Context: an optimization exercise on an open-source flow, tuned for small area, a short achievable clock period and few clock cycles. The choices shown serve that exercise and are no tape-out recipe. Function was checked by simulation only, so behaviour that the tests miss may differ from the original.

==> design/flow/design.v <==
`default_nettype none
package sw_pkg;
    typedef logic signed [14-1:0] score_t;
    typedef logic [2-1:0] base_t;
    typedef logic [16*2-1:0] query_t;
    typedef logic [10-1:0] pos_t;
    typedef logic [5-1:0] col_t;
    typedef logic [7-1:0] hval_t;
    typedef logic [16*7-1:0] hvec_t;
endpackage
`default_nettype wire
`default_nettype none
module symbol_intake (
    input  wire                i_clk,
    input  wire                i_rst,
    input  wire                i_start,
    input  wire                i_done,
    input  wire                i_sym_req,
    input  wire sw_pkg::base_t i_sym,
    input  wire                i_sym_last,
    output logic               o_sym_ack,
    output logic               o_busy,
    output logic               o_busy_i,    
    output logic               o_start_q,
    output logic               o_step,
    output sw_pkg::base_t      o_step_base,
    output logic               o_last_step
);
    logic run;       
    logic start_ok;
    logic accept;
    assign start_ok = i_start && !o_busy_i;
    assign accept   = run && i_sym_req && !o_sym_ack;
    always_ff @(posedge i_clk or posedge i_rst) begin
        if (i_rst) begin
            o_busy      <= 1'b0;
            o_busy_i    <= 1'b0;
            run         <= 1'b0;
            o_sym_ack   <= 1'b0;
            o_start_q   <= 1'b0;
            o_step      <= 1'b0;
            o_last_step <= 1'b0;
        end else begin
            o_start_q   <= start_ok;
            o_step      <= accept;
            o_last_step <= accept && i_sym_last;
            if (start_ok) begin
                o_busy   <= 1'b1;
                o_busy_i <= 1'b1;
            end else if (i_done) begin
                o_busy   <= 1'b0;
                o_busy_i <= 1'b0;
            end
            if (start_ok) begin
                run <= 1'b1;
            end else if (accept && i_sym_last) begin
                run <= 1'b0;
            end
            o_sym_ack <= accept || (o_sym_ack && i_sym_req);
        end
    end
    always_ff @(posedge i_clk) begin
        o_step_base <= i_sym;
    end
endmodule
`default_nettype wire
`default_nettype none
module pe_cell #(
    parameter int C  = 1,
    parameter int HB = 2,    
    parameter int DB = 1,    
    parameter int FB = 0,    
    parameter int FW = 1     
) (
    input  wire sw_pkg::base_t   i_a,
    input  wire sw_pkg::base_t   i_b,
    input  wire [DB-1:0]         i_h_diag,
    input  wire [HB-1:0]         i_h_top,
    input  wire [FW-1:0] i_f_top,
    output logic [HB-1:0]        o_h,
    output logic [FW-1:0] o_f
);
    localparam int W = HB + 1;
    logic [W-1:0] diag;
    logic [W-1:0] h_diag;
    logic [W-1:0] f_ext;
    logic [W-1:0] f_open;
    logic [W-1:0] top;
    logic [W-1:0] f_new;
    always_comb begin
        diag = W'(i_h_diag);
        top  = W'(i_h_top);
        if (i_a == i_b) begin
            h_diag = diag + W'(2);
        end else if (diag > W'(-(-3))) begin
            h_diag = diag - W'(-(-3));
        end else begin
            h_diag = '0;
        end
        f_ext  = '0;
        f_open = '0;
        f_new  = '0;
        if (FB > 0) begin
            f_ext  = (W'(i_f_top) > W'(-(-1))) ? W'(i_f_top) - W'(-(-1)) : '0;
            f_open = (top > W'(-(-12))) ? top - W'(-(-12)) : '0;
            f_new  = (f_ext > f_open) ? f_ext : f_open;
        end
        o_f = f_new[FW-1:0];
        o_h = (f_new > h_diag) ? f_new[HB-1:0] : h_diag[HB-1:0];
    end
endmodule
`default_nettype wire
`default_nettype none
module pe_array (
    input  wire                 i_clk,
    input  wire                 i_rst,
    input  wire                 i_start,
    input  wire                 i_query_load,
    input  wire sw_pkg::query_t i_query,
    input  wire                 i_step,
    input  wire sw_pkg::base_t  i_step_base,
    input  wire                 i_last_step,
    output sw_pkg::hvec_t       o_h_scores,
    output logic                o_valid,
    output logic                o_last
);
    localparam int N = 16;
    localparam int W = 7;
    sw_pkg::query_t query_q;
    sw_pkg::hval_t  h  [N+1];    
    logic [4:0]     z  [N+1];    
    logic [4:0]     pm [N+1];    
    logic           v1;
    logic           l1;
    assign h[0] = '0;
    assign z[0] = '0;
    localparam int KL = 7;
    localparam int KH = 15;
    logic gt [KL:KH][KL:KH];     
    always_comb begin
        for (int a = KL; a <= KH; a++) begin
            for (int b = KL; b <= KH; b++) begin
                gt[a][b] = (z[a] > z[b]);
            end
        end
    end
    always_comb begin
        for (int c = 0; c <= N; c++) pm[c] = '0;
        for (int c = 8; c <= N; c++) begin
            for (int k = KL; k <= KH; k++) begin
                if (k >= (14 + c) / 3 && k < c) begin
                    logic win;
                    win = 1'b1;
                    for (int j = KL; j <= KH; j++) begin
                        if (j >= (14 + c) / 3 && j < c) begin
                            if (j < k) win = win & !gt[j][k];
                            if (j > k) win = win & gt[k][j];
                        end
                    end
                    pm[c] = pm[c] | (win ? z[k] : 5'd0);
                end
            end
        end
    end
    genvar gc;
    generate
        for (gc = 1; gc <= N; gc++) begin : g_col
            localparam int HB = $clog2(2 * gc + 1);
            localparam int DB = (gc == 1) ? 1 : $clog2(2 * gc - 1);
            localparam int FB = (2 * gc - 12 <= 0) ? 0 : $clog2(2 * gc - 11);
            localparam int FW = (FB > 0) ? FB : 1;
            logic [HB-1:0] hq;
            logic [HB-1:0] h1;
            logic [HB-1:0] h2;
            logic [FW-1:0] f1;
            logic [FW-1:0] fq;
            pe_cell #(.C(gc), .HB(HB), .DB(DB), .FB(FB), .FW(FW)) u_cell (
                .i_a      (query_q[(gc-1)*2 +: 2]),
                .i_b      (i_step_base),
                .i_h_diag (h[gc-1][DB-1:0]),
                .i_h_top  (hq),
                .i_f_top  (fq),
                .o_h      (h1),
                .o_f      (f1)
            );
            assign h[gc] = W'(hq);
            assign z[gc] = (7'(hq) + 7'(gc) >= 7'd20) ? 5'(7'(hq) + 7'(gc) - 7'd19) : 5'd0;
            if (gc >= 8) begin : g_gap
                logic [6:0] e;
                logic [6:0] thr;
                assign e   = 7'(pm[gc]) + 7'd8 - 7'(gc);
                assign thr = 7'(hq) + 7'(gc - 8);
                assign h2  = (7'(pm[gc]) > thr) ? e[HB-1:0] : hq;
            end else begin : g_nogap
                assign h2 = hq;
            end
            if (gc == 1) begin : g_h1
                logic hb;
                always_ff @(posedge i_clk) begin
                    if (i_start) hb <= 1'b0;
                    else if (i_step) hb <= h1[1];
                end
                assign hq = {hb, 1'b0};
            end else begin : g_h
                always_ff @(posedge i_clk) begin
                    if (i_start) hq <= '0;
                    else if (i_step) hq <= h1;
                    else hq <= h2;
                end
            end
            if (FB == 0) begin : g_nof
                assign fq = '0;
            end else begin : g_f
                always_ff @(posedge i_clk) begin
                    if (i_start) fq <= '0;
                    else if (i_step) fq <= f1;
                end
            end
            assign o_h_scores[(gc-1)*W +: W] = h[gc];
        end
    endgenerate
    always_ff @(posedge i_clk) begin
        if (i_query_load) query_q <= i_query;
    end
    always_ff @(posedge i_clk or posedge i_rst) begin
        if (i_rst) begin
            v1      <= 1'b0;
            l1      <= 1'b0;
            o_valid <= 1'b0;
            o_last  <= 1'b0;
        end else begin
            v1      <= i_step;
            l1      <= i_last_step;
            o_valid <= v1;
            o_last  <= l1;
        end
    end
endmodule
`default_nettype wire
`default_nettype none
module wavefront_max (
    input  wire                     i_clk,
    input  wire                     i_rst,
    input  wire sw_pkg::hvec_t      i_h_scores,
    input  wire sw_pkg::hval_t      i_best,
    input  wire                     i_valid,
    input  wire                     i_last,
    output logic [1:0]              o_row_key,
    output logic [5-2:0]    o_row_idx,     
    output logic                    o_valid,
    output logic                    o_last
);
    localparam int N     = 16;
    localparam int NODES = 2 * N - 1;
    localparam int W     = 7;
    logic [1:0]               node_key [NODES];
    logic [5-2:0]     node_idx [NODES];
    always_comb begin
        for (int k = 0; k < N; k++) begin
            sw_pkg::hval_t hk;
            logic [1:0]    dk;
            hk = i_h_scores[k*W +: W];
            dk = hk[1:0] - i_best[1:0];
            node_key[N-1+k] = (hk >= i_best) ? dk + 2'd1 : 2'd0;
            node_idx[N-1+k] = (5-1)'(k);
        end
        for (int k = N - 2; k >= 0; k--) begin
            if (node_key[2*k+2] >= node_key[2*k+1]) begin
                node_key[k] = node_key[2*k+2];
                node_idx[k] = node_idx[2*k+2];
            end else begin
                node_key[k] = node_key[2*k+1];
                node_idx[k] = node_idx[2*k+1];
            end
        end
    end
    always_ff @(posedge i_clk or posedge i_rst) begin
        if (i_rst) begin
            o_valid <= 1'b0;
            o_last  <= 1'b0;
        end else begin
            o_valid <= i_valid;
            o_last  <= i_last;
        end
    end
    always_ff @(posedge i_clk) begin
        if (i_valid) begin
            o_row_key <= node_key[0];
            o_row_idx <= node_idx[0];
        end
    end
endmodule
`default_nettype wire
`default_nettype none
module score_max_tracker (
    input  wire                  i_clk,
    input  wire                  i_rst,
    input  wire                  i_start,
    input  wire [1:0]            i_row_key,
    input  wire [5-2:0]  i_row_idx,     
    input  wire                  i_valid,
    input  wire                  i_last,
    output sw_pkg::hval_t        o_best,
    output sw_pkg::score_t       o_max_score,
    output sw_pkg::pos_t         o_max_row,
    output sw_pkg::col_t         o_max_col,
    output logic                 o_done,
    output logic                 o_done_d
);
    logic [5-2:0]   delta;
    sw_pkg::pos_t           row;
    sw_pkg::hval_t          score_q;     
    logic                   win;
    assign win = i_row_key[1] || (i_row_key[0] && (i_row_idx >= delta));
    assign o_max_score = sw_pkg::score_t'(score_q);
    assign o_done_d    = i_valid && i_last;
    always_ff @(posedge i_clk or posedge i_rst) begin
        if (i_rst) begin
            o_done <= 1'b0;
        end else begin
            o_done <= o_done_d;
        end
    end
    always_ff @(posedge i_clk) begin
        if (i_start) begin
            o_best  <= '0;
            score_q <= '0;
            delta  <= '0;
            row    <= sw_pkg::pos_t'(1);
        end else if (i_valid) begin
            row <= row + 1'b1;
            if (win) begin
                o_best    <= o_best + sw_pkg::hval_t'(i_row_key) - 1'b1;
                score_q   <= o_best + sw_pkg::hval_t'(i_row_key) - 1'b1;
                delta     <= i_row_idx;
                o_max_row <= row;
                o_max_col <= sw_pkg::col_t'(i_row_idx) + 1'b1;
            end else if (delta != '0) begin
                delta <= delta - 1'b1;
            end
        end
    end
endmodule
`default_nettype wire
`default_nettype none
module sw_align_top (
    input  wire                 i_clk,
    input  wire                 i_rst,
    input  wire                 i_start,
    input  wire sw_pkg::query_t i_query,
    input  wire                 i_sym_req,
    input  wire sw_pkg::base_t  i_sym,
    input  wire                 i_sym_last,
    output logic                o_sym_ack,
    output logic                o_busy,
    output logic                o_done,
    output sw_pkg::score_t      o_max_score,
    output sw_pkg::pos_t        o_max_row,
    output sw_pkg::col_t        o_max_col
);
    logic               start_q;
    logic               busy_i;
    logic               done_d;
    logic               step;
    sw_pkg::base_t      step_base;
    logic               last_step;
    sw_pkg::hvec_t      h_scores;
    logic               h_valid;
    logic               h_last;
    sw_pkg::hval_t      best;
    logic [1:0]         row_key;
    logic [5-2:0] row_idx;
    logic               row_valid;
    logic               row_last;
    symbol_intake u_intake (
        .i_clk        (i_clk),
        .i_rst        (i_rst),
        .i_start      (i_start),
        .i_done       (done_d),
        .i_sym_req    (i_sym_req),
        .i_sym        (i_sym),
        .i_sym_last   (i_sym_last),
        .o_sym_ack    (o_sym_ack),
        .o_busy       (o_busy),
        .o_busy_i     (busy_i),
        .o_start_q    (start_q),
        .o_step       (step),
        .o_step_base  (step_base),
        .o_last_step  (last_step)
    );
    pe_array u_array (
        .i_clk        (i_clk),
        .i_rst        (i_rst),
        .i_start      (start_q),
        .i_query_load (!busy_i),
        .i_query      (i_query),
        .i_step       (step),
        .i_step_base  (step_base),
        .i_last_step  (last_step),
        .o_h_scores   (h_scores),
        .o_valid      (h_valid),
        .o_last       (h_last)
    );
    wavefront_max u_wave_max (
        .i_clk        (i_clk),
        .i_rst        (i_rst),
        .i_h_scores   (h_scores),
        .i_best       (best),
        .i_valid      (h_valid),
        .i_last       (h_last),
        .o_row_key    (row_key),
        .o_row_idx    (row_idx),
        .o_valid      (row_valid),
        .o_last       (row_last)
    );
    score_max_tracker u_tracker (
        .i_clk        (i_clk),
        .i_rst        (i_rst),
        .i_start      (start_q),
        .i_row_key    (row_key),
        .i_row_idx    (row_idx),
        .i_valid      (row_valid),
        .i_last       (row_last),
        .o_best       (best),
        .o_max_score  (o_max_score),
        .o_max_row    (o_max_row),
        .o_max_col    (o_max_col),
        .o_done       (o_done),
        .o_done_d     (done_d)
    );
endmodule
`default_nettype wire
==> design/flow/flow/run.sh <==
#!/bin/bash
# Standard ORFS layout with these changes, none of which touches the design or
# its constraints:
#  - synthesis leaves adders to ABC instead of extracting them into half/full
#    adder cells (ADDER_MAP_FILE empty), so ABC can optimise the small
#    constant adders and comparators of this design;
#  - ABC restructures and maps for area only (a copy of ORFS's scripts
#    folder whose abc_area.script runs &deepsyn for 60 s, then ORFS's
#    own area script: "dch; map -B 0.9; topo; stime; buffer; upsize;
#    dnsize");
#  - the port buffers are buf_2 cells instead of the delay buffer that
#    buffer_ports picks by default;
#  - timing repair aims at the margin given below.
# make's output goes to make_finish.log; each ORFS step logs to orfs/logs/.
set -euo pipefail
cd "$(dirname "$0")/.."
rm -rf scripts_abc
cp -r "$FLOW_HOME/scripts" scripts_abc
printf 'strash\n&get -n\n&deepsyn -T 60\n&put\ndch\nmap -B 0.9\ntopo\nstime -c\nbuffer -c\nupsize -c\ndnsize -c\n' > scripts_abc/abc_area.script
bash standard.sh ADDER_MAP_FILE= "SCRIPTS_DIR=$PWD/scripts_abc" \
    "BUFFER_PORTS_ARGS=-buffer_cell sky130_fd_sc_hd__buf_2" \
    SETUP_SLACK_MARGIN=6.5 finish > make_finish.log 2>&1
==> design/flow/standard.sh <==
#!/bin/bash
# synth_recipe.tcl (not shown) runs the flow's synth.tcl, then flattens the netlist and writes it again
# the make line also repeats each setting of config.mk as NAME=value (left out here)
make -C /OpenROAD-flow-scripts/flow DESIGN_CONFIG=/design/flow/config.mk WORK_HOME=/design/flow/orfs CLKGATE_MAP_FILE= SYNTH_SCRIPT=/design/flow/synth_recipe.tcl "${@:-finish}"
==> design/flow/config.mk <==
export PLATFORM = sky130hd
export DESIGN_NAME = sw_align_top
export DESIGN_NICKNAME = sw_align_top
export VERILOG_FILES = /design/flow/design.v
export SDC_FILE = /design/flow/constraint.sdc
export NUM_CORES = 4
export LEC_CHECK = 0
export ABC_AREA = 1
export CAP_MARGIN = 20
export CORE_MARGIN = 2
export CORE_UTILIZATION = 40
export SLEW_MARGIN = 20
==> design/flow/constraint.sdc <==
create_clock -name core_clock -period 10.0 [get_ports {i_clk}]
set_input_delay 2.0000 -clock core_clock [delete_from_list [all_inputs] [get_ports {i_clk}]]
set_output_delay 2.0000 -clock core_clock [all_outputs]
set_load 0.01 [all_outputs]
==> results of run 1 <==
[synth_stat cells, types with 5 or more instances]
cell type	count
a211oi_1	5
a21oi_1	128
a22oi_1	5
a31oi_1	13
buf_1	9
buf_2	27
buf_4	20
clkbuf_1	24
clkinv_1	7
dfrtp_1	13
dfxtp_1	130
edfxtp_1	53
inv_1	305
inv_2	32
nand2_1	721
nand2_2	31
nand2_4	8
nand3_1	217
nand3_2	17
nand3_4	7
nand3b_1	12
nand4_1	71
nor2_1	247
nor2_2	11
nor2_4	7
nor3_1	28
o211ai_1	34
o21ai_0	205
o21ai_1	30
o21ai_2	7
o21bai_1	10
o221ai_1	23
o22ai_1	42
o31ai_1	10
or2_2	10
xnor2_1	39
xor2_1	30
[per-stage QoR]
stage / area [um2] / cells
after floorplan: 16400 / 2650
after global placement: 17200 / 3183
after detailed placement: 17200 / 3183
after CTS: 17700 / 3215
after global routing: 17800 / 3220
final: 17800 / 3220
[worst reg2reg max path: stages, from the launching register on]
cell and delay (ns):
dfxtp_1 0.58, nand2_1 0.18, inv_2 0.10, nor2_2 0.05
nand2_2 0.27, inv_2 0.18, a21oi_1 0.17, nand3_1 0.08
o21ai_1 0.27, nand2_1 0.09, nor2_1 0.20, nand2_1 0.13
o21ai_1 0.18, nor2_1 0.08, nand2_1 0.09, nand2_1 0.09
a21oi_4 0.20, nand2_2 0.11, nand3_1 0.08, nand3_1 0.08
[logic make-up after synthesis]
logic type                count (synthesis)
xor gates and xnor gates                 69
other                                     1
and+or+nand+nor                        1397
DFF                                     196
AOI/OAI and AO/OA                       550
muxes                                     1
buffers and inverters                   430
[layer usage]
metal  track usage (%)  vias up  routed length [um]
li1                  -     8890                   -
met1              36.8     8445               25900
met2              44.8      774               26400
met3              4.63      135                4470
met4              12.0        0                2130
met5                 0        -                   0
[sequential cells by signal, summed over array words and instances (netlist names), 4 cells and up]
signal	flops
u_tracker.row	10
u_array.query_q	32
u_wave_max.o_row_idx	4
u_tracker.score_q	7
u_tracker.o_max_row	10
u_array.g_col.hq	67
u_array.g_col.fq	39
u_tracker.o_max_col	5
u_tracker.delta	4
[repair_timing]
action | in CTS | in global routing
endpoints found under the setup margin | 10 | 35
gates resized for setup | 3 | 14
setup buffers | 0 | 5
endpoints found under the hold margin | 0 | 0
[path summary, 6_finish.rpt]
kind,start,end,slack [ns]
setup / recovery,u_tracker.score_q[0],o_max_score[0],6.63
hold / removal,u_intake.o_last_step,u_array.l1,0.36
setup reg to reg,u_array.g_col[13].hq[2],u_array.g_col[16].hq[2],6.69
hold reg to reg,u_intake.o_last_step,u_array.l1,0.36
max in group asynchronous,i_rst,u_intake.o_start_q,8.17
min in group asynchronous,i_rst,u_intake.o_sym_ack,1.50
[final cells by class]
| cell class | instances | area (um2) | area share (%) |
|---|---|---|---|
| timing repair buffer | 87 | 495 | 2.79 |
| inverter | 349 | 1340 | 7.53 |
| multi-input combinational | 2024 | 10200 | 57.4 |
| sequential | 196 | 4530 | 25.5 |
| clock inverter | 14 | 125 | 0.703 |
| clock buffer | 18 | 429 | 2.41 |
| tap | 532 | 666 | 3.74 |
[placed cells by master, fill, tap and decap left out, types with 7 or more instances in the layout]
cell	instances
nor3_1	28
clkbuf_16	17
o22ai_1	42
dfxtp_2	8
o31ai_1	10
inv_1	301
o21ai_0	205
nor2_1	243
or2_2	10
nand2_1	720
buf_2	63
o211ai_1	34
o21ai_1	30
edfxtp_1	53
dfxtp_1	122
nand3_4	7
a31oi_1	13
dfrtp_1	13
nand3b_1	12
xnor2_1	39
nor2_2	12
buf_4	24
nand3_2	17
a21oi_1	128
nand4_1	71
nand2_2	31
nand2_4	9
o21ai_2	7
nor2_4	10
o221ai_1	23
conb_1	7
nand3_1	217
clkinv_1	10
o21bai_1	10
inv_2	32
xor2_1	30
==> key figures, run 1 <==
Run status
  • Status: timing/DRC/antenna clean

Yosys
  • Cell count after synthesis: 2644
  • Ys flop type: dfxtp_1
  • Synth area leader: nand2_1
  • Synth Area in Compound Gates: 20.0%
  • Ys async rst share: 6.63%
  • Area contributors post-synth: nand2_1, dfxtp_1, edfxtp_1
  • Number of synthesized flops with an enable pin: 53
  • Simple-Gate Fraction of Synth Area: 38.1%
  • Mux cell area share after synthesis: 0.0610%
  • Largest family of logic cells by synthesized area: simple AND/OR/NAND/NOR gates
  • Share of the synthesized area in the top cell type: 16.5%
  • Seq/Total Area, Yosys: 27.5%
  • FF+latch count, synth: 196
  • Warnings from Yosys: 30
  • Post-synthesis adder-cell area fraction: 0%
  • Synth unique cells: 66
  • Mean Syn Cell Area: 6.21 um2
  • Synth Cell Area: 16400 um2
  • XOR/XNOR Fraction of Synth Area: 3.68%

Die
  • Die area: 42700 um2
  • Die X: 207 um
  • Core Area: 40600 um2
  • Rows: 74
  • Top-level I/O count: 71
  • Starting density of the core: 40.4%
  • Die H: 207 um

Timing
  • Least-Margin Pin Slew: 0.832 ns
  • Slew margin rel.: 44.5%
  • Final count of hold timing violations: 0
  • Finish-stage setup viols: 0
  • Crit share post-route: 33.7%
  • Fmax: 0.297 GHz
  • Final hold slack: 0.358 ns
  • Min Tclk post-route: 3.37 ns
  • RSZ-0062 raised after global routing: false
  • Setup ws final: 6.63 ns
  • Setup TNS: 0 ns
  • Final Max Tran Viols: 0
  • Clock skew: 0.0168 ns

CTS
  • Htree depth: 4
  • Worst-skew pair later-pin latency: 0.51 ns
  • CTS Buffer Depth: 2
  • CTS Buf Count: 17
  • Post-CTS Hold Buffers: 0
  • Worst-path clk slew: 0.07 ns
  • Root Buffer: clkbuf_16
  • CTS tree: yes
  • Num Clock Sinks: 196

Placement
  • Final HPWL DP: 43800 um
  • Dpl ws: 6.29 ns
  • RePlAce Congestion: 1.04
  • IO buf count: 63

Drt
  • Post-Route WL: 58900 um
  • Remaining antenna violation count: 0
  • Via count: 18244
  • Initial DRC count: 1695
  • WL/cell: 18.3 um
  • DRT Pass-1 Iters: 6
  • Remaining routing DRC violations: 0
  • Via-per-instance ratio: 5.67

Setup path
  • Worst setup EP type: primary output
  • WP buf/inv: 1
  • Crit-path slowest cell: dfxtp_2
  • Crit path largest cell delay: 0.65 ns
  • CP arrival: 1.37 ns
  • CP delay by family, top: flip-flops
  • Critical-path cell list: buf_2
  • Worst endpoint required time: 8.00 ns
  • Crit. path cell count: 1
  • Crit-path max FO: 22
  • Startpoint Class: flip-flop
  • Kind of critical path: flip-flop to primary output
  • FF-to-FF path depth: 19

Run
  • Max Cap Viol: 0

Global routing
  • Number of global-route vias before repair: 16858
  • Largest net degree at the start of global routing: 53
  • Initial antenna violation count: 0
  • First-pass GRT wire length: 91800 um
  • Total Routing Usage GR: 27.8%
  • Total congestion overflow: 0

Cells and area
  • Antenna diodes: 0
  • Layout net count: 2714
  • Layout cell share with drive strength beyond 1: 10.4%
  • Area added between synthesis and finish: 8.42%
  • Fin util: 43.8%
  • Layout filler cell count: 4305

Worst hold path
  • Hold Path Depth: 0
  • Hold WC Path Type: flip-flop to flip-flop
Testbench counts, summed over its fixed seeds: cycles 102,964.
==> run 2, diff against run 1 <==
--- a/design/flow/design.v
+++ b/design/flow/design.v
@@ -311,6 +311,7 @@
     sw_pkg::pos_t           row;
-    sw_pkg::hval_t          score_q;     
+    logic [5:0]             best;        
     logic                   win;
     assign win = i_row_key[1] || (i_row_key[0] && (i_row_idx >= delta));
-    assign o_max_score = sw_pkg::score_t'(score_q);
+    assign o_max_score = sw_pkg::score_t'(best);
+    assign o_best      = sw_pkg::hval_t'(best);
     assign o_done_d    = i_valid && i_last;
@@ -325,4 +326,3 @@
         if (i_start) begin
-            o_best  <= '0;
-            score_q <= '0;
+            best  <= '0;
             delta  <= '0;
@@ -332,4 +332,3 @@
             if (win) begin
-                o_best    <= o_best + sw_pkg::hval_t'(i_row_key) - 1'b1;
-                score_q   <= o_best + sw_pkg::hval_t'(i_row_key) - 1'b1;
+                best      <= best + 6'(i_row_key) - 1'b1;
                 delta     <= i_row_idx;
--- a/design/flow/flow/run.sh
+++ b/design/flow/flow/run.sh
@@ -21,2 +21,2 @@
     "BUFFER_PORTS_ARGS=-buffer_cell sky130_fd_sc_hd__buf_2" \
-    SETUP_SLACK_MARGIN=6.5 finish > make_finish.log 2>&1
+    SETUP_SLACK_MARGIN=7.0 finish > make_finish.log 2>&1
--- a/design/flow/config.mk
+++ b/design/flow/config.mk
@@ -10,3 +10,3 @@
 export CORE_MARGIN = 2
-export CORE_UTILIZATION = 40
+export CORE_UTILIZATION = 55
 export SLEW_MARGIN = 20
==> key figures, run 2 <==
Run status
  • Status: timing/DRC/antenna clean

Die
  • Die H: 177 um
  • Rows: 63
  • Die X: 177 um
  • Core Area: 29500 um2
  • Top-level I/O count: 71
  • Starting density of the core: 55.7%
  • Die area: 31200 um2

Yosys
  • Synth unique cells: 62
  • Number of synthesized flops with an enable pin: 53
  • Warnings from Yosys: 30
  • List of most frequent post-synthesis cells: nand2_1, inv_1, nor2_1, o21ai_0, nand3_1
  • Ys async rst share: 6.67%
  • FF+latch count, synth: 195
  • Synth area leader: nand2_1
  • Synth Cell Area: 16400 um2
  • Ys flop type: dfxtp_1
  • Seq/Total Area, Yosys: 27.4%
  • Most frequent cell after synthesis: nand2_1
  • Cell count after synthesis: 2706
  • Share of the synthesized area in the top cell type: 18.1%
  • Mean Syn Cell Area: 6.07 um2
  • Area contributors post-synth: nand2_1, dfxtp_1, edfxtp_1

CTS
  • CTS tree: yes
  • Root Buffer: clkbuf_16
  • Num Clock Sinks: 195
  • CTS Buf Count: 17
  • Post-CTS Hold Buffers: 0
  • CTS Buffer Depth: 2
  • Worst-skew pair later-pin latency: 0.48 ns
  • Htree depth: 4
  • Worst-path clk slew: 0.08 ns

Cells and area
  • Antenna diodes: 0
  • Commonest non-fill, non-tap cell in the layout: nand2_1
  • Area added between synthesis and finish: 16.3%
  • Layout filler cell count: 2779
  • Commonest cells after routing, fill and taps aside: nand2_1, inv_1, nor2_1
  • Register Area: 4640 um2
  • Largest regs: u_array.g_col.hq: 67 flops, u_array.g_col.fq: 39 flops, u_array.query_q: 32 flops
  • Fin util: 64.8%
  • Max reg flops: 67
  • Footprint of the multi-input gates: 10600 um2
  • Cell Count, Final, Fillers Out: 3237
  • Layout cell share with drive strength beyond 1: 17.2%
  • Biggest register: u_array.g_col.hq
  • Layout net count: 2873

Setup path
  • Kind of critical path: flip-flop to primary output
  • Crit-path max FO: 1
  • Startpoint Class: flip-flop
  • Crit-path slowest cell: edfxtp_1
  • Worst setup EP type: primary output
  • CP delay by family, top: flip-flops
  • Worst endpoint required time: 8.00 ns
  • Critical-path cell list: buf_2
  • CP arrival: 1.03 ns
  • WP buf/inv: 1
  • Crit path largest cell delay: 0.40 ns

Global routing
  • Largest net degree at the start of global routing: 48
  • Number of global-route vias before repair: 17383
  • Initial antenna violation count: 1
  • Total Routing Usage GR: 37.8%
  • First-pass GRT wire length: 92100 um
  • Total congestion overflow: 0

Drt
  • Via count: 19464
  • Post-Route WL: 60900 um
  • Remaining antenna violation count: 0
  • Initial DRC count: 2071
  • DRT Pass-1 Iters: 9
  • Via-per-instance ratio: 6.01
  • Remaining routing DRC violations: 0
  • WL/cell: 18.8 um

Timing
  • RSZ-0062 raised after global routing: true
  • Finish-stage setup viols: 0
  • Slew margin rel.: 46.4%
  • Final Max Tran Viols: 0
  • Setup ws final: 6.97 ns
  • Final count of hold timing violations: 0
  • Min Tclk post-route: 3.03 ns
  • Setup TNS: 0 ns
  • Crit share post-route: 30.3%
  • Fmax: 0.331 GHz
  • Least-Margin Pin Slew: 0.797 ns
  • Clock skew: 0.0183 ns

Placement
  • Final HPWL DP: 43300 um
  • Cell total after placement: 3085
  • RePlAce Congestion: 1.06
  • Dpl ws: 6.26 ns
  • IO buf count: 62

Worst hold path
  • Hold WC Path Type: flip-flop to flip-flop

Run
  • Max Cap Viol: 0
-- run 2: timing repair --
item | in CTS | in global routing
endpoints found under the setup margin | 51 | 47
cloned | 0 | 1
pin swaps | 5 | 28
buffers inserted | 41 | 78
gates resized for setup | 83 | 159
endpoints found under the hold margin | 0 | 0
-- run 2: layout make-up --
class                   count  share of cell area (%)
clock buffers              23                    2.63
clock inverters             9                   0.426
inverters                 350                    7.45
multi-input cells        2077                    55.4
flip-flops and latches    195                    24.3
well taps                 390                    2.56
repair buffers            192                    7.26
repair inverters            1                  0.0262
-- run 2: through the flow --
stage / instance area (um2) / hold slack, ns
floorplan: 16400 / 0.331
global placement: 16900 / 0.332
detailed placement: 16900 / 0.343
CTS: 18000 / 0.359
global route: 19100 / 0.367
finish: 19100 / 0.354
-- run 2: cells by family after synthesis --
family | count (synthesis) | synth area share [%]
flops | 195 | 27.4
compound gates | 534 | 19.1
xor+xnor | 66 | 3.52
buf+inv | 441 | 10.9
mux | 1 | 0.0610
simple gates | 1468 | 39.0
other cells | 1 | 0.0228
-- run 2: final timing paths --
path | from | to | slack [ns] | cells past startpoint
setup / recovery | u_tracker.o_max_col[4] | o_max_col[4] | 6.97 | 1
hold / removal | u_array.v1 | u_array.o_valid | 0.35 | 0
setup reg to reg | u_array.g_col[10].hq[0] | u_array.g_col[15].hq[4] | 7.10 | 20
hold reg to reg | u_array.v1 | u_array.o_valid | 0.35 | 0
max in group asynchronous | i_rst | u_intake.o_step | 8.06 | 2
min in group asynchronous | i_rst | u_array.l1 | 1.56 | 2
-- run 2: per-layer routing --
metal | part of all wire, % | up-vias | GRT usage (%)
li1 | - | 9229 | -
met1 | 40 | 8983 | 48.8
met2 | 46 | 1041 | 62.3
met3 | 9.6 | 211 | 6.72
met4 | 4.4 | 0 | 15.6
met5 | 0 | - | 0
Testbench counts of run 2, summed over its fixed seeds: cycles 102,964.
==> run 3, diff against run 2 <==
--- a/design/flow/config.mk
+++ b/design/flow/config.mk
@@ -10,3 +10,3 @@
 export CORE_MARGIN = 2
-export CORE_UTILIZATION = 55
+export CORE_UTILIZATION = 40
 export SLEW_MARGIN = 20
==> key figures, run 3 <==
CTS
  • Root Buffer: clkbuf_16
  • Worst-path clk slew: 0.08 ns
  • CTS tree: yes
  • Num Clock Sinks: 195
  • Htree depth: 4
  • CTS Buf Count: 17
  • Worst-skew pair later-pin latency: 0.49 ns
  • CTS Buffer Depth: 2

Timing
  • Finish-stage setup viols: 0
  • Setup TNS: 0 ns
  • Fmax: 0.329 GHz
  • Least-Margin Pin Slew: 0.662 ns
  • Slew margin rel.: 55.4%
  • Final Max Tran Viols: 0
  • Final count of hold timing violations: 0
  • Min Tclk post-route: 3.04 ns
  • Clock skew: 0.00827 ns
  • Crit share post-route: 30.4%
  • RSZ-0062 raised after global routing: true

Drt
  • Remaining antenna violation count: 0
  • Via count: 18809
  • Initial DRC count: 1777
  • DRT Pass-1 Iters: 7
  • Remaining routing DRC violations: 0
  • Via-per-instance ratio: 5.53
  • Post-Route WL: 60200 um
  • WL/cell: 17.7 um

Placement
  • Final HPWL DP: 43400 um
  • IO buf count: 62
  • RePlAce Congestion: 1.01

Cells and area
  • Biggest register: u_array.g_col.hq
  • Largest regs: u_array.g_col.hq: 67 flops, u_array.g_col.fq: 39 flops, u_array.query_q: 32 flops
  • Layout filler cell count: 4272
  • Register Area: 4640 um2
  • Commonest cells after routing, fill and taps aside: nand2_1, inv_1, nor2_1
  • Area added between synthesis and finish: 20.1%
  • Antenna diodes: 0
  • Fin util: 48.5%
  • Max reg flops: 67
  • Layout cell share with drive strength beyond 1: 19.3%
  • Layout net count: 2897
  • Commonest non-fill, non-tap cell in the layout: nand2_1
  • Footprint of the multi-input gates: 10700 um2

Worst hold path
  • Hold Path Origin: u_intake.o_last_step
  • Hold WC Path Type: flip-flop to flip-flop
  • Hold EP: u_array.l1
  • Hold Path Depth: 0

Setup path
  • CP delay by family, top: flip-flops
  • FF-to-FF path depth: 19
  • Crit-path slowest cell: edfxtp_1
  • Crit. path cell count: 1
  • Crit Reg-Reg Endpoint: u_array.g_col[15].hq[0]
  • Crit path largest cell delay: 0.39 ns
  • Worst setup EP type: primary output
  • Kind of critical path: flip-flop to primary output
  • Worst endpoint required time: 8.00 ns
  • Critical-path cell list: buf_2
  • Startpoint Class: flip-flop
  • Reg-to-Reg Start: u_array.g_col[10].hq[0]
  • CP arrival: 1.04 ns
  • WP buf/inv: 1
  • Crit-path max FO: 1
  • R2r setup slk: 7.09 ns

Global routing
  • Largest net degree at the start of global routing: 51
  • Total congestion overflow: 0
  • Total Routing Usage GR: 27.9%
  • Initial antenna violation count: 0
  • Number of global-route vias before repair: 16918
  • First-pass GRT wire length: 92300 um

Die
  • Top-level I/O count: 71
  • Starting density of the core: 40.4%
  • Rows: 74
  • Die H: 207 um
  • Die area: 42700 um2
  • Core Area: 40600 um2
  • Die X: 207 um

Run status
  • Status: timing/DRC/antenna clean

Yosys
  • Cell count after synthesis: 2706
  • FF+latch count, synth: 195
  • Number of synthesized flops with an enable pin: 53
  • Share of the synthesized area in the top cell type: 18.1%
  • Ys flop type: dfxtp_1
  • List of most frequent post-synthesis cells: nand2_1, inv_1, nor2_1, o21ai_0, nand3_1
  • Mean Syn Cell Area: 6.07 um2
  • Synth unique cells: 62
  • Synth area leader: nand2_1
  • Synth Cell Area: 16400 um2
  • Most frequent cell after synthesis: nand2_1
  • Ys async rst share: 6.67%
  • Seq/Total Area, Yosys: 27.4%
  • Area contributors post-synth: nand2_1, dfxtp_1, edfxtp_1
  • Warnings from Yosys: 30

Run
  • Max Cap Viol: 0
run 3: layout make-up:
cell class,count,share of cell area (%)
Clock buffer,18,2.23
Clock inverter,14,0.781
Inverter,350,7.36
Multi-Input combinational cell,2077,54.5
Sequential cell,195,23.6
Tap cell,532,3.38
Timing Repair Buffer,217,8.15
run 3: worst max-delay path by stage:
stage                                       from                 endpoint  slack [ns]
after floorplan                u_tracker.best[4]  u_wave_max.o_row_idx[0]        7.49
after global placement         u_tracker.best[3]  u_wave_max.o_row_idx[0]        6.30
after detailed placement       u_tracker.best[3]  u_wave_max.o_row_idx[1]        6.20
after CTS                 u_tracker.o_max_col[3]             o_max_col[3]        6.91
after global routing             u_intake.o_busy                   o_busy        6.92
final                     u_tracker.o_max_col[3]             o_max_col[3]        6.96
run 3: per-layer routing:
metal | global-route usage, % | up-vias | routed length (um) | part of all wire (%)
li1 | - | 9273 | - | -
met5 | 0 | - | 0 | 0
met1 | 37.0 | 8661 | 26200 | 44
met4 | 13.0 | 0 | 2480 | 4.1
met3 | 4.57 | 153 | 4230 | 7.0
met2 | 44.4 | 722 | 27300 | 45
run 3: per-stage QoR:
stage	hold WS, ns	cell area, um2	cells	setup slack, ns
final	0.355	19700	3403	6.96
after global routing	0.361	19700	3403	6.92
after CTS	0.358	18200	3303	6.91
after detailed placement	0.338	17100	3230	6.20
after global placement	0.332	17100	3230	6.30
after floorplan	0.331	16400	2713	7.49
run 3: cells by family (layout without fill, tap and decap cells):
group | count (synthesis) | count (layout) | synth area share, %
AND/OR/NAND/NOR | 1468 | 1468 | 39.0
AO/OA/AOI/OAI | 534 | 534 | 19.1
buffers and inverters | 441 | 599 | 10.9
flip-flops | 195 | 195 | 27.4
XOR/XNOR | 66 | 66 | 3.52
other | 1 | 8 | 0.0228
multiplexers | 1 | 1 | 0.0610
run 3: what timing repair did:
| item | CTS | global route |
|---|---|---|
| resized for setup | 92 | 219 |
| buffers inserted | 41 | 100 |
| hold buffers | 0 | 0 |
| cloned | 0 | 0 |
| setup endpoints to repair | 88 | 61 |
| pin swaps | 4 | 40 |
==> run 4, diff against run 3 <==
--- a/design/flow/flow/run.sh
+++ b/design/flow/flow/run.sh
@@ -8,3 +8,3 @@
 #    folder whose abc_area.script runs &deepsyn for 60 s, then ORFS's
-#    own area script: "dch; map -B 0.9; topo; stime; buffer; upsize;
+#    own area script: "dch; amap; topo; stime; buffer; upsize;
 #    dnsize");
@@ -18,3 +18,3 @@
 cp -r "$FLOW_HOME/scripts" scripts_abc
-printf 'strash\n&get -n\n&deepsyn -T 60\n&put\ndch\nmap -B 0.9\ntopo\nstime -c\nbuffer -c\nupsize -c\ndnsize -c\n' > scripts_abc/abc_area.script
+printf 'strash\n&get -n\n&deepsyn -T 60\n&put\ndch\namap\ntopo\nstime -c\nbuffer -c\nupsize -c\ndnsize -c\n' > scripts_abc/abc_area.script
 bash standard.sh ADDER_MAP_FILE= "SCRIPTS_DIR=$PWD/scripts_abc" \
==> key figures, run 4 <==
Run status
  • Status: timing/DRC/antenna clean

CTS
  • Htree depth: 4
  • Num Clock Sinks: 195
  • Worst-path clk slew: 0.08 ns
  • CTS Buffer Depth: 2
  • Post-CTS Hold Buffers: 0
  • Worst-skew pair later-pin latency: 0.47 ns
  • CTS tree: yes
  • CTS Buf Count: 17
  • Root Buffer: clkbuf_16

Timing
  • Final Max Tran Viols: 0
  • Least-Margin Pin Slew: 0.825 ns
  • Clock skew: 0.0177 ns
  • Final hold slack: 0.351 ns
  • Final count of hold timing violations: 0
  • RSZ-0062 raised after global routing: true
  • Slew margin rel.: 45.0%
  • Setup TNS: 0 ns
  • Min Tclk post-route: 3.98 ns
  • Crit share post-route: 39.8%
  • Fmax: 0.251 GHz
  • Finish-stage setup viols: 0

Yosys
  • Most frequent cell after synthesis: nor2_1
  • Synth unique cells: 83
  • Synth Cell Area: 14800 um2
  • Area contributors post-synth: dfxtp_1, nor2_1, edfxtp_1
  • Ys async rst share: 6.67%
  • Synth area leader: dfxtp_1
  • Warnings from Yosys: 30
  • Ys flop type: dfxtp_1
  • Share of the synthesized area in the top cell type: 17.5%
  • Mean Syn Cell Area: 6.78 um2
  • Seq/Total Area, Yosys: 30.5%
  • Number of synthesized flops with an enable pin: 53
  • Cell count after synthesis: 2178
  • FF+latch count, synth: 195
  • List of most frequent post-synthesis cells: nor2_1, inv_1, o21ai_0, a21oi_1, nand2_1

Setup path
  • Worst endpoint required time: 10.39 ns
  • WP buf/inv: 5
  • Startpoint Class: flip-flop
  • Crit-path max FO: 5
  • Crit-path slowest cell: dfxtp_4
  • Crit path largest cell delay: 0.43 ns
  • Kind of critical path: flip-flop to flip-flop
  • CP arrival: 4.37 ns
  • Worst setup EP type: flip-flop
  • CP delay by family, top: compound AO/OA/AOI/OAI gates

Worst hold path
  • Hold WC Path Type: flip-flop to flip-flop

Cells and area
  • Commonest non-fill, non-tap cell in the layout: nor2_1
  • Area added between synthesis and finish: 32.2%
  • Biggest register: u_array.g_col.hq
  • Commonest cells after routing, fill and taps aside: nor2_1, inv_1, buf_4
  • Max reg flops: 67
  • Layout cell share with drive strength beyond 1: 28.8%
  • Layout net count: 2435
  • Largest regs: u_array.g_col.hq: 67 flops, u_array.g_col.fq: 39 flops, u_array.query_q: 32 flops

Die
  • Top-level I/O count: 71
  • Die X: 196 um
  • Starting density of the core: 40.4%
  • Core Area: 36500 um2
  • Die area: 38500 um2
  • Rows: 70
  • Die H: 196 um

Drt
  • Initial DRC count: 2007
  • Remaining routing DRC violations: 0
  • Post-Route WL: 61000 um
  • Via-per-instance ratio: 6.21
  • Via count: 17882
  • DRT Pass-1 Iters: 6
  • WL/cell: 21.2 um
  • Remaining antenna violation count: 0

Global routing
  • Total congestion overflow: 0
  • Number of global-route vias before repair: 16628
  • Largest net degree at the start of global routing: 51
  • First-pass GRT wire length: 92200 um
  • Initial antenna violation count: 1
  • Total Routing Usage GR: 30.7%

Run
  • Max Cap Viol: 0

Placement
  • IO buf count: 62
  • Final HPWL DP: 41000 um
  • RePlAce Congestion: 1.05
run 4: worst register-to-register path: cells and delay by family (launching register included):
family	cells	cell delay, ns
flip-flops	1	0.43
buffers and inverters	5	0.59
AO/OA/AOI/OAI	14	1.96
AND/OR/NAND/NOR	6	0.93
run 4: kinds of logic (layout without fill, tap and decap cells):
logic type             Yosys count  in the layout  share of synthesized area [%]
AO/OA/AOI/OAI                  825            825                           36.7
AND/OR/NAND/NOR                761            761                           22.1
buffers and inverters          394            618                           10.6
flip-flops                     195            195                           30.5
XOR/XNOR                         2              2                          0.119
other                            1              9                         0.0254
run 4: routing by layer:
layer	vias to the layer above	track usage (%)	wire length (um)
met5	-	0	25
met4	4	14.5	3150
met2	882	49.2	27600
li1	8303	-	-
met1	8468	39.9	25000
met3	225	5.88	5190
run 4: final cells by class:
type	count	area, um2
fillers	3501	17000
diodes	1	2.50
inverters	308	1320
repair buffers	277	2230
repair inverters	1	7.51
clock buffers	18	429
multi-input cells	1596	10200
flip-flops and latches	195	4650
clock inverters	14	148
well taps	468	586
run 4: worst paths after layout:
kind	cells after the start	slack [ns]	start	end
hold / removal	0	0.35	u_array.v1	u_array.o_valid
setup / recovery	25	6.02	u_array.g_col[9].hq[2]	u_array.g_col[14].hq[3]
max in group asynchronous	2	8.15	i_rst	u_intake.o_busy
setup reg to reg	25	6.02	u_array.g_col[9].hq[2]	u_array.g_col[14].hq[3]
hold reg to reg	0	0.35	u_array.v1	u_array.o_valid
min in group asynchronous	2	1.53	i_rst	u_tracker.o_done
run 4: repair_timing:
action	CTS	global route
pin swaps	54	58
resized for setup	283	196
cloned	4	0
buffers inserted	130	68
endpoints found under the setup margin	64	66
run 4: stage by stage:
step           util (%)  cells  area [um2]  setup slack, ns
2_1_floorplan         -   2185       15000             6.38
3_3_place_gp       42.6   2642       15600             4.77
3_5_place_dp       42.6   2642       15600             4.86
4_1_cts            49.9   2808       18200             6.04
5_1_grt            53.4   2877       19500             5.84
6_report           53.4   2878       19500             6.02
==> run 5, diff against run 4 <==
--- a/design/flow/flow/run.sh
+++ b/design/flow/flow/run.sh
@@ -6,6 +6,5 @@
 #    constant adders and comparators of this design;
-#  - ABC restructures and maps for area only (a copy of ORFS's scripts
-#    folder whose abc_area.script runs &deepsyn for 60 s, then ORFS's
-#    own area script: "dch; amap; topo; stime; buffer; upsize;
-#    dnsize");
+#  - ABC restructures and maps for area (a copy of ORFS's scripts
+#    folder whose abc_area.script runs &deepsyn for 60 s, then a
+#    mapping script like ORFS's area one: "dch; map -B 0.9; topo"), leaving sizing to OpenROAD;
 #  - the port buffers are buf_2 cells instead of the delay buffer that
@@ -18,3 +17,3 @@
 cp -r "$FLOW_HOME/scripts" scripts_abc
-printf 'strash\n&get -n\n&deepsyn -T 60\n&put\ndch\namap\ntopo\nstime -c\nbuffer -c\nupsize -c\ndnsize -c\n' > scripts_abc/abc_area.script
+printf 'strash\n&get -n\n&deepsyn -T 60\n&put\ndch\nmap -B 0.9\ntopo\n' > scripts_abc/abc_area.script
 bash standard.sh ADDER_MAP_FILE= "SCRIPTS_DIR=$PWD/scripts_abc" \
==> key figures, run 5 <==
Yosys
  • Most frequent cell after synthesis: nand2_1
  • Synth Cell Area: 15800 um2
  • Ys async rst share: 6.67%
  • Synth unique cells: 45
  • FF+latch count, synth: 195
  • Seq/Total Area, Yosys: 28.5%
  • Area contributors post-synth: nand2_1, dfxtp_1, edfxtp_1
  • Ys flop type: dfxtp_1
  • Warnings from Yosys: 30
  • Cell count after synthesis: 2656
  • Mean Syn Cell Area: 5.94 um2
  • List of most frequent post-synthesis cells: nand2_1, clkinv_1, nor2_1, o21ai_0, nand3_1
  • Number of synthesized flops with an enable pin: 53
  • Synth area leader: nand2_1
  • Share of the synthesized area in the top cell type: 20.4%

Timing
  • Setup TNS: 0 ns
  • Min Tclk post-route: 3.07 ns
  • Crit share post-route: 30.7%
  • RSZ-0062 raised after global routing: true
  • Least-Margin Pin Slew: 0.789 ns
  • Finish-stage setup viols: 0
  • Final Max Tran Viols: 0
  • Clock skew: 0.0194 ns
  • Slew margin rel.: 47.4%
  • Fmax: 0.326 GHz
  • Final count of hold timing violations: 0

Drt
  • Remaining antenna violation count: 0
  • DRT Pass-1 Iters: 6
  • Initial DRC count: 2034
  • Post-Route WL: 64800 um
  • Via-per-instance ratio: 5.75
  • WL/cell: 18.9 um
  • Via count: 19671
  • Remaining routing DRC violations: 0

Die
  • Starting density of the core: 40.6%
  • Die X: 203 um
  • Top-level I/O count: 71
  • Core Area: 38800 um2
  • Die H: 203 um
  • Die area: 41100 um2
  • Rows: 72

Setup path
  • Crit path largest cell delay: 0.35 ns
  • Startpoint Class: flip-flop
  • Worst setup EP type: primary output
  • Crit-path slowest cell: dfxtp_2
  • Kind of critical path: flip-flop to primary output
  • Crit-path max FO: 2
  • Worst endpoint required time: 8.00 ns
  • CP arrival: 1.07 ns
  • Critical-path cell list: buf_12 -> buf_6

CTS
  • Post-CTS Hold Buffers: 0
  • CTS Buffer Depth: 2
  • CTS Buf Count: 17
  • Root Buffer: clkbuf_16
  • Worst-skew pair later-pin latency: 0.48 ns
  • CTS tree: yes
  • Htree depth: 4
  • Worst-path clk slew: 0.09 ns
  • Num Clock Sinks: 195

Worst hold path
  • Hold WC Path Type: flip-flop to flip-flop

Cells and area
  • Commonest cells after routing, fill and taps aside: nand2_1, clkinv_1, nor2_1
  • Area added between synthesis and finish: 27.1%
  • Layout net count: 2928
  • Max reg flops: 67
  • Biggest register: u_array.g_col.hq
  • Largest regs: u_array.g_col.hq: 67 flops, u_array.g_col.fq: 39 flops, u_array.query_q: 32 flops
  • Antenna diodes: 0
  • Layout cell share with drive strength beyond 1: 20.7%
  • Design Area, Final: 20100 um2
  • Commonest non-fill, non-tap cell in the layout: nand2_1

Global routing
  • Number of global-route vias before repair: 17861
  • Largest net degree at the start of global routing: 47
  • Initial antenna violation count: 0
  • Total Routing Usage GR: 30.5%
  • Total congestion overflow: 0
  • First-pass GRT wire length: 98400 um

Placement
  • RePlAce Congestion: 1.02
  • Final HPWL DP: 45400 um
  • IO buf count: 62
  • Cell Area, Placed: 16900 um2

Run status
  • Status: timing/DRC/antenna clean

Run
  • Max Cap Viol: 0
-- run 5: kinds of logic (layout without fill, tap and decap cells) --
| logic type | after synthesis | count (layout) | share of synthesized area (%) |
|---|---|---|---|
| AOI/OAI and AO/OA | 518 | 518 | 19.1 |
| xor gates and xnor gates | 62 | 62 | 3.44 |
| buffers and inverters | 372 | 610 | 9.04 |
| DFF | 195 | 195 | 28.5 |
| other | 1 | 8 | 0.0238 |
| and+or+nand+nor | 1508 | 1509 | 39.9 |
-- run 5: layout make-up --
type	count	area (um2)
fill	3968	18800
multi-input combinational	2097	10900
sequential	195	4650
timing repair buffer	214	1710
inverter	364	1560
tap	518	648
clock buffer	18	439
clock inverter	14	155
-- run 5: path summary, 6_finish.rpt --
kind / from / end / slack [ns] / cells past startpoint
worst max register to register: u_array.g_col[10].hq[0] / u_array.g_col[14].hq[1] / 7.13 / 22
worst max-delay path: u_tracker.best[3] / o_max_score[3] / 6.93 / 2
worst min register to register: u_array.l1 / u_array.o_last / 0.36 / 0
min in group asynchronous: i_rst / u_intake.o_sym_ack / 1.49 / 2
max in group asynchronous: i_rst / u_intake.o_step / 8.19 / 2
worst min-delay path: u_array.l1 / u_array.o_last / 0.36 / 0
-- run 5: metrics by stage --
| step | util [%] | worst slack, ns | hold slack [ns] | std cells |
|---|---|---|---|---|
| after global placement | 43.4 | 5.85 | 0.332 | 3253 |
| after floorplan | - | 6.99 | 0.331 | 2663 |
| after CTS | 47.5 | 6.91 | 0.357 | 3322 |
| after global routing | 51.7 | 6.91 | 0.363 | 3420 |
| final | 51.7 | 6.93 | 0.357 | 3420 |
| after detailed placement | 43.4 | 5.86 | 0.335 | 3253 |
-- run 5: critical path, delay by kind of cell (launching register included) --
kind                   cells  cell delay (ns)
buffers and inverters      2             0.24
DFF                        1             0.35
-- run 5: routing by layer --
| metal | part of all wire (%) | track usage (%) | vias to the layer above | wire, um |
|---|---|---|---|---|
| li1 | - | - | 9450 | - |
| met1 | 43 | 41.2 | 9134 | 27800 |
| met2 | 45 | 48.3 | 914 | 28900 |
| met3 | 8.1 | 4.77 | 173 | 5270 |
| met4 | 4.3 | 13.6 | 0 | 2770 |
| met5 | 0 | 0 | - | 0 |
-- run 5: repair_timing --
action | in CTS | in global routing
pin swaps | 15 | 62
gates cloned | 2 | 2
endpoints found under the setup margin | 124 | 64
gates resized for setup | 244 | 268
setup buffers | 35 | 96
==> run 6, diff against run 5 <==
--- a/design/flow/flow/run.sh
+++ b/design/flow/flow/run.sh
@@ -8,3 +8,4 @@
 #    folder whose abc_area.script runs &deepsyn for 60 s, then a
-#    mapping script like ORFS's area one: "dch; map -B 0.9; topo"), leaving sizing to OpenROAD;
+#    mapping script like ORFS's area one: "dch; map -B 0.9; topo; stime; buffer; upsize;
+#    dnsize");
 #  - the port buffers are buf_2 cells instead of the delay buffer that
@@ -17,3 +18,3 @@
 cp -r "$FLOW_HOME/scripts" scripts_abc
-printf 'strash\n&get -n\n&deepsyn -T 60\n&put\ndch\nmap -B 0.9\ntopo\n' > scripts_abc/abc_area.script
+printf 'strash\n&get -n\n&deepsyn -T 60\n&put\ndch\nmap -B 0.9\ntopo\nstime -c\nbuffer -c\nupsize -c\ndnsize -c\n' > scripts_abc/abc_area.script
 bash standard.sh ADDER_MAP_FILE= "SCRIPTS_DIR=$PWD/scripts_abc" \
--- a/design/flow/config.mk
+++ b/design/flow/config.mk
@@ -10,3 +10,3 @@
 export CORE_MARGIN = 2
-export CORE_UTILIZATION = 40
+export CORE_UTILIZATION = 55
 export SLEW_MARGIN = 20
==> key figures, run 6 <==
Yosys
  • Ys async rst share: 6.67%
  • Warnings from Yosys: 30
  • Post-synthesis adder-cell area fraction: 0%
  • Mux cell area share after synthesis: 0%
  • Most frequent cell after synthesis: nand2_1
  • Synth Cell Area: 16800 um2
  • Ys flop type: dfxtp_1
  • FF+latch count, synth: 195
  • Mean Syn Cell Area: 6.13 um2
  • Synth unique cells: 67
  • Cell count after synthesis: 2739
  • Area contributors post-synth: nand2_1, dfxtp_1, edfxtp_1
  • Synth Area in Compound Gates: 19.1%
  • Synth area leader: nand2_1
  • List of most frequent post-synthesis cells: nand2_1, inv_1, nor2_1, o21ai_0, nand3_1
  • Largest family of logic cells by synthesized area: simple AND/OR/NAND/NOR gates
  • Number of synthesized flops with an enable pin: 53
  • Simple-Gate Fraction of Synth Area: 38.9%
  • Share of the synthesized area in the top cell type: 17.3%
  • XOR/XNOR Fraction of Synth Area: 3.50%
  • Seq/Total Area, Yosys: 26.8%

Setup path
  • Crit-path max FO: 1
  • Critical-path cell list: buf_6
  • Crit-path slowest cell: edfxtp_1
  • Kind of critical path: flip-flop to primary output
  • CP delay by family, top: flip-flops
  • Crit Reg-Reg Endpoint: u_array.g_col[14].hq[1]
  • Reg-to-Reg Start: u_array.g_col[13].hq[1]
  • Worst setup EP type: primary output
  • Crit path largest cell delay: 0.45 ns
  • CP arrival: 1.07 ns
  • FF-to-FF path depth: 23
  • Crit. path cell count: 1
  • Worst endpoint required time: 8.00 ns
  • Startpoint Class: flip-flop
  • WP buf/inv: 1
  • R2r setup slk: 7.07 ns

Die
  • Die X: 179 um
  • Die H: 179 um
  • Top-level I/O count: 71
  • Rows: 63
  • Starting density of the core: 56.2%
  • Core Area: 29900 um2
  • Die area: 31900 um2

Drt
  • Via-per-instance ratio: 6.01
  • Via count: 19465
  • Remaining routing DRC violations: 0
  • Initial DRC count: 2129
  • WL/cell: 18.8 um
  • DRT Pass-1 Iters: 6
  • Remaining antenna violation count: 0
  • Post-Route WL: 60900 um

Timing
  • Finish-stage setup viols: 0
  • Slew margin rel.: 28.4%
  • Final count of hold timing violations: 0
  • Crit share post-route: 30.7%
  • Fmax: 0.325 GHz
  • Setup TNS: 0 ns
  • Clock skew: 0.0213 ns
  • RSZ-0062 raised after global routing: true
  • Least-Margin Pin Slew: 1.07 ns
  • Min Tclk post-route: 3.07 ns
  • Final Max Tran Viols: 0

Cells and area
  • Area added between synthesis and finish: 14.4%
  • Antenna diodes: 0
  • Layout cell share with drive strength beyond 1: 17.2%
  • Max reg flops: 67
  • Commonest cells after routing, fill and taps aside: nand2_1, inv_1, nor2_1
  • Biggest register: u_array.g_col.hq
  • Commonest non-fill, non-tap cell in the layout: nand2_1
  • Footprint of the multi-input gates: 10700 um2
  • Layout filler cell count: 2798
  • Largest regs: u_array.g_col.hq: 67 flops, u_array.g_col.fq: 39 flops, u_array.query_q: 32 flops
  • Layout net count: 2877
  • Register Area: 4640 um2

CTS
  • CTS Buf Count: 17
  • CTS tree: yes
  • Htree depth: 4
  • Post-CTS Hold Buffers: 0
  • Num Clock Sinks: 195
  • Worst-path clk slew: 0.08 ns
  • CTS Buffer Depth: 2
  • Root Buffer: clkbuf_16
  • Worst-skew pair later-pin latency: 0.48 ns

Worst hold path
  • Hold Path Depth: 0
  • Hold WC Path Type: flip-flop to flip-flop
  • Hold Path Origin: u_array.o_last
  • Hold EP: u_wave_max.o_last

Global routing
  • Total Routing Usage GR: 36.9%
  • Number of global-route vias before repair: 17253
  • Largest net degree at the start of global routing: 53
  • Total congestion overflow: 0
  • Initial antenna violation count: 1
  • First-pass GRT wire length: 91500 um

Placement
  • Final HPWL DP: 43500 um
  • RePlAce Congestion: 1.04
  • IO buf count: 62

Run
  • Max Cap Viol: 0

Run status
  • Status: timing/DRC/antenna clean
==> run 6: final cells by class <==
class	instances	share of cell area, %
Timing Repair Buffer	164	6.39
Multi-Input combinational cell	2077	55.7
Clock buffer	21	2.62
Inverter	382	7.93
Sequential cell	195	24.2
Clock inverter	11	0.567
Tap cell	390	2.54
Timing Repair inverter	1	0.0391
==> run 6: per-stage QoR <==
| stage | utilization [%] | cells | setup WS (ns) | cell area, um2 | hold WS (ns) |
|---|---|---|---|---|---|
| after floorplan | - | 2746 | 7.50 | 16800 | 0.331 |
| after global placement | 57.6 | 3121 | 6.55 | 17200 | 0.332 |
| after detailed placement | 57.7 | 3122 | 6.53 | 17200 | 0.341 |
| after CTS | 60.8 | 3171 | 6.95 | 18200 | 0.359 |
| after global routing | 64.3 | 3241 | 6.89 | 19200 | 0.363 |
| final | 64.3 | 3241 | 6.93 | 19200 | 0.356 |
==> run 6: logic make-up (layout without fill, tap and decap cells) <==
family | after synthesis | in the layout
AND/OR/NAND/NOR | 1455 | 1455
AO/OA/AOI/OAI | 546 | 547
buffers and inverters | 475 | 579
flip-flops | 195 | 195
XOR/XNOR | 67 | 67
other | 1 | 8
==> run 6: repair_timing <==
action                     in CTS  in global routing
gates cloned                    0                  2
pin swaps                       1                 21
buffers inserted               17                 68
gates resized for setup        70                151
setup endpoints to repair      47                 60
==> run 6: worst max path at each step <==
| stage | start | endpoint | slack [ns] |
|---|---|---|---|
| 6_report | u_tracker.o_max_row[8] | o_max_row[8] | 6.93 |
| 5_1_grt | u_array.g_col[10].hq[1] | u_array.g_col[14].hq[0] | 6.89 |
| 4_1_cts | u_tracker.best[1] | o_max_score[1] | 6.95 |
| 3_5_place_dp | u_tracker.best[3] | u_wave_max.o_row_idx[0] | 6.53 |
| 3_3_place_gp | u_array.g_col[14].hq[1] | u_array.g_col[16].hq[4] | 6.55 |
| 2_1_floorplan | i_sym_req | u_intake.run | 7.50 |
==> run 6: metal layers <==
layer	global-route usage [%]	vias to the layer above	share of wire, %
met4	15.4	2	4.2
met3	6.68	190	9.7
li1	-	9273	-
met2	59.9	1085	45
met5	0	-	0.021
met1	48.3	8915	41
==> run 7, diff against run 6 <==
--- a/design/flow/design.v
+++ b/design/flow/design.v
@@ -104,7 +104,7 @@
             f_ext  = (W'(i_f_top) > W'(-(-1))) ? W'(i_f_top) - W'(-(-1)) : '0;
-            f_open = (top > W'(-(-12))) ? top - W'(-(-12)) : '0;
-            f_new  = (f_ext > f_open) ? f_ext : f_open;
+            f_open = (h_diag > W'(-(-12) - 1)) ? h_diag - W'(-(-12) - 1) : '0;
         end
+        o_h = (f_ext > h_diag) ? f_ext[HB-1:0] : h_diag[HB-1:0];
+        f_new = (f_open > f_ext) ? f_open : f_ext;
         o_f = f_new[FW-1:0];
-        o_h = (f_new > h_diag) ? f_new[HB-1:0] : h_diag[HB-1:0];
     end
--- a/design/flow/config.mk
+++ b/design/flow/config.mk
@@ -10,3 +10,3 @@
 export CORE_MARGIN = 2
-export CORE_UTILIZATION = 55
+export CORE_UTILIZATION = 40
 export SLEW_MARGIN = 20
==> key figures, run 7 <==
Drt
  • DRT Pass-1 Iters: 6
  • Remaining routing DRC violations: 0
  • Initial DRC count: 1803
  • Via count: 18567
  • Remaining antenna violation count: 0
  • Post-Route WL: 58600 um
  • WL/cell: 17.9 um
  • Via-per-instance ratio: 5.67

Timing
  • Setup ws final: 6.88 ns
  • Crit share post-route: 31.2%
  • Fmax: 0.321 GHz
  • Setup TNS: 0 ns
  • Final count of hold timing violations: 0
  • Min Tclk post-route: 3.12 ns
  • Slew margin rel.: 49.7%
  • Clock skew: 0.0157 ns
  • RSZ-0062 raised after global routing: true
  • Finish-stage setup viols: 0
  • Least-Margin Pin Slew: 0.747 ns
  • Final Max Tran Viols: 0

Global routing
  • Initial antenna violation count: 0
  • Number of global-route vias before repair: 16599
  • First-pass GRT wire length: 89500 um
  • Total Routing Usage GR: 27.4%
  • Largest net degree at the start of global routing: 47
  • Total congestion overflow: 0

Die
  • Top-level I/O count: 71
  • Starting density of the core: 40.7%
  • Die area: 42200 um2
  • Die X: 206 um
  • Rows: 73
  • Die H: 206 um
  • Core Area: 39900 um2

Setup path
  • Crit-path slowest cell: dfxtp_4
  • WP buf/inv: 2
  • Critical-path cell list: buf_12 -> buf_6
  • Reg-to-Reg Start: u_array.g_col[15].hq[2]
  • Worst setup EP type: primary output
  • CP arrival: 1.12 ns
  • R2r setup slk: 7.03 ns
  • Startpoint Class: flip-flop
  • FF-to-FF path depth: 19
  • Crit path largest cell delay: 0.37 ns
  • CP delay by family, top: flip-flops
  • Worst endpoint required time: 8.00 ns
  • Kind of critical path: flip-flop to primary output
  • Crit-path max FO: 3
  • Crit Reg-Reg Endpoint: u_array.g_col[16].hq[2]

Yosys
  • FF+latch count, synth: 195
  • Share of the synthesized area in the top cell type: 16.5%
  • Number of synthesized flops with an enable pin: 53
  • Ys async rst share: 6.67%
  • Synth area leader: nand2_1
  • Synth Cell Area: 16200 um2
  • Seq/Total Area, Yosys: 27.7%
  • Area contributors post-synth: nand2_1, dfxtp_1, edfxtp_1
  • Synth unique cells: 73
  • List of most frequent post-synthesis cells: nand2_1, inv_1, nor2_1, o21ai_0, nand3_1
  • Cell count after synthesis: 2633
  • Most frequent cell after synthesis: nand2_1
  • Ys flop type: dfxtp_1
  • Mean Syn Cell Area: 6.17 um2
  • Warnings from Yosys: 30

Cells and area
  • Commonest cells after routing, fill and taps aside: nand2_1, inv_1, nor2_1
  • Layout net count: 2774
  • Largest regs: u_array.g_col.hq: 67 flops, u_array.g_col.fq: 39 flops, u_array.query_q: 32 flops
  • Fin util: 47.4%
  • Layout cell share with drive strength beyond 1: 16.9%
  • Design Area, Final: 18900 um2
  • Commonest non-fill, non-tap cell in the layout: nand2_1
  • Biggest register: u_array.g_col.hq
  • Max reg flops: 67
  • Antenna diodes: 0
  • Area added between synthesis and finish: 16.6%
  • Cell Count, Final, Fillers Out: 3273

Placement
  • RePlAce Congestion: 1.03
  • Final HPWL DP: 42000 um
  • Cell Area, Placed: 16900 um2
  • Cell total after placement: 3151
  • Dpl ws: 5.80 ns
  • IO buf count: 62

CTS
  • Worst-path clk slew: 0.08 ns
  • Htree depth: 4
  • Post-CTS Hold Buffers: 0
  • CTS tree: yes
  • Root Buffer: clkbuf_16
  • CTS Buffer Depth: 2
  • CTS Buf Count: 17
  • Num Clock Sinks: 195
  • Worst-skew pair later-pin latency: 0.52 ns

Worst hold path
  • Hold Path Depth: 0
  • Hold Path Origin: u_intake.o_last_step
  • Hold WC Path Type: flip-flop to flip-flop
  • Hold EP: u_array.l1

Run status
  • Status: timing/DRC/antenna clean

Run
  • Max Cap Viol: 0
==> run 7: cell types whose count changed after synthesis, moves of 11 or more <==
cell,change
o211ai_1,+27
nand2_2,-18
nand4_1,-47
nand2_1,-57
inv_2,-18
o221ai_1,+14
nor2_1,+45
nand3_1,-22
inv_1,-16
buf_4,-11
==> run 7: timing repair <==
item                                   CTS  global route
endpoints found under the hold margin    0             0
buffers inserted                        22            67
cloned                                   0             1
setup endpoints to repair              120            87
pin swaps                                0            27
resized for setup                       84           174
==> run 7: routing by layer <==
layer	wire length (um)	track usage, %
met1	25500	36.6
met5	0	0
met3	4570	5.19
met4	2530	12.7
met2	26000	42.7
==> run 7: worst max path at each step <==
stage / startpoint / to / slack (ns) / cells past startpoint
after global routing: u_tracker.best[2] / o_max_score[2] / 6.85 / 2
after floorplan: u_tracker.best[1] / u_wave_max.o_row_idx[1] / 7.45 / 20
after global placement: u_tracker.best[3] / u_wave_max.o_row_idx[1] / 5.87 / 15
after detailed placement: u_tracker.best[3] / u_wave_max.o_row_idx[1] / 5.80 / 15
after CTS: u_tracker.best[2] / u_wave_max.o_row_idx[1] / 6.66 / 19
final: u_tracker.best[2] / o_max_score[2] / 6.88 / 2
==> run 7: final cells by class <==
| class | instances | area, um2 |
|---|---|---|
| well taps | 525 | 657 |
| clock inverters | 14 | 165 |
| fillers | 4167 | 21000 |
| flip-flops and latches | 195 | 4630 |
| inverters | 353 | 1410 |
| repair buffers | 165 | 1210 |
| multi-input cells | 2002 | 10400 |
| clock buffers | 18 | 429 |
| repair inverters | 1 | 7.51 |
==> run 7: per-stage QoR <==
step           hold slack [ns]
2_1_floorplan            0.331
3_3_place_gp             0.332
3_5_place_dp             0.336
4_1_cts                  0.354
5_1_grt                  0.366
6_report                 0.353
==> run 7: worst register-to-register path: stages, from the launching register on <==
cell	delay, ns
dfxtp_4	0.48
clkinvlp_4	0.28
buf_4	0.24
o221ai_1	0.21
nand3_1	0.11
o211ai_1	0.16
inv_1	0.10
nand2_1	0.08
nor2_1	0.04
nand2_1	0.13
inv_1	0.08
nand2_1	0.06
nand3_1	0.07
nor2_1	0.22
nand3_1	0.12
nand3_1	0.10
nand3_2	0.13
nand2_2	0.13
nand3_1	0.07
nand3b_1	0.11
==> run 7: cells by family after synthesis <==
| group | after synthesis | share of synthesized area, % |
|---|---|---|
| XOR/XNOR | 64 | 3.45 |
| other | 1 | 0.0231 |
| flip-flops | 195 | 27.7 |
| adder cells (fa/ha/maj) | 2 | 0.123 |
| AND/OR/NAND/NOR | 1344 | 35.6 |
| buffers and inverters | 443 | 11.2 |
| AO/OA/AOI/OAI | 584 | 21.9 |
Testbench counts of run 7, summed over its fixed seeds: cycles 102,964.

[afterwards: timing with drivers on the ports]
The flow's constraints put no driver on any port. The routed layouts listed below were extracted and timed again, unchanged, in two steps.
Step 1, drivers: a clkbuf_16 drives i_clk and a buf_2 each remaining input, both assumed.
Step 2 adds t to the input delays and takes it off the output delays; t is the mean of the earliest and latest rising clock arrival at the registers after step 1. Input paths then give back, and output paths get back, about the clock's delay inside the block.
a / b / c = ideal / step 1 / step 2; a / b = the first two.
run	t (ns)	setup WS [ns]	hold slack, ns
run 1	0.560	6.631 / 6.571 / 6.689	0.358 / 0.358 / 0.358
run 2	0.527	6.975 / 6.918 / 7.105	0.354 / 0.354 / 0.354
run 3	0.548	6.964 / 6.905 / 7.095	0.355 / 0.355 / 0.355
run 4	0.521	6.020 / 6.020 / 6.020	0.351 / 0.351 / 0.351
run 5	0.530	6.931 / 6.872 / 7.126	0.357 / 0.357 / 0.357
run 6	0.525	6.925 / 6.870 / 7.070	0.356 / 0.356 / 0.356
run 7	0.563	6.884 / 6.829 / 7.033	0.353 / 0.353 / 0.353
After both steps every run listed still meets setup and hold.
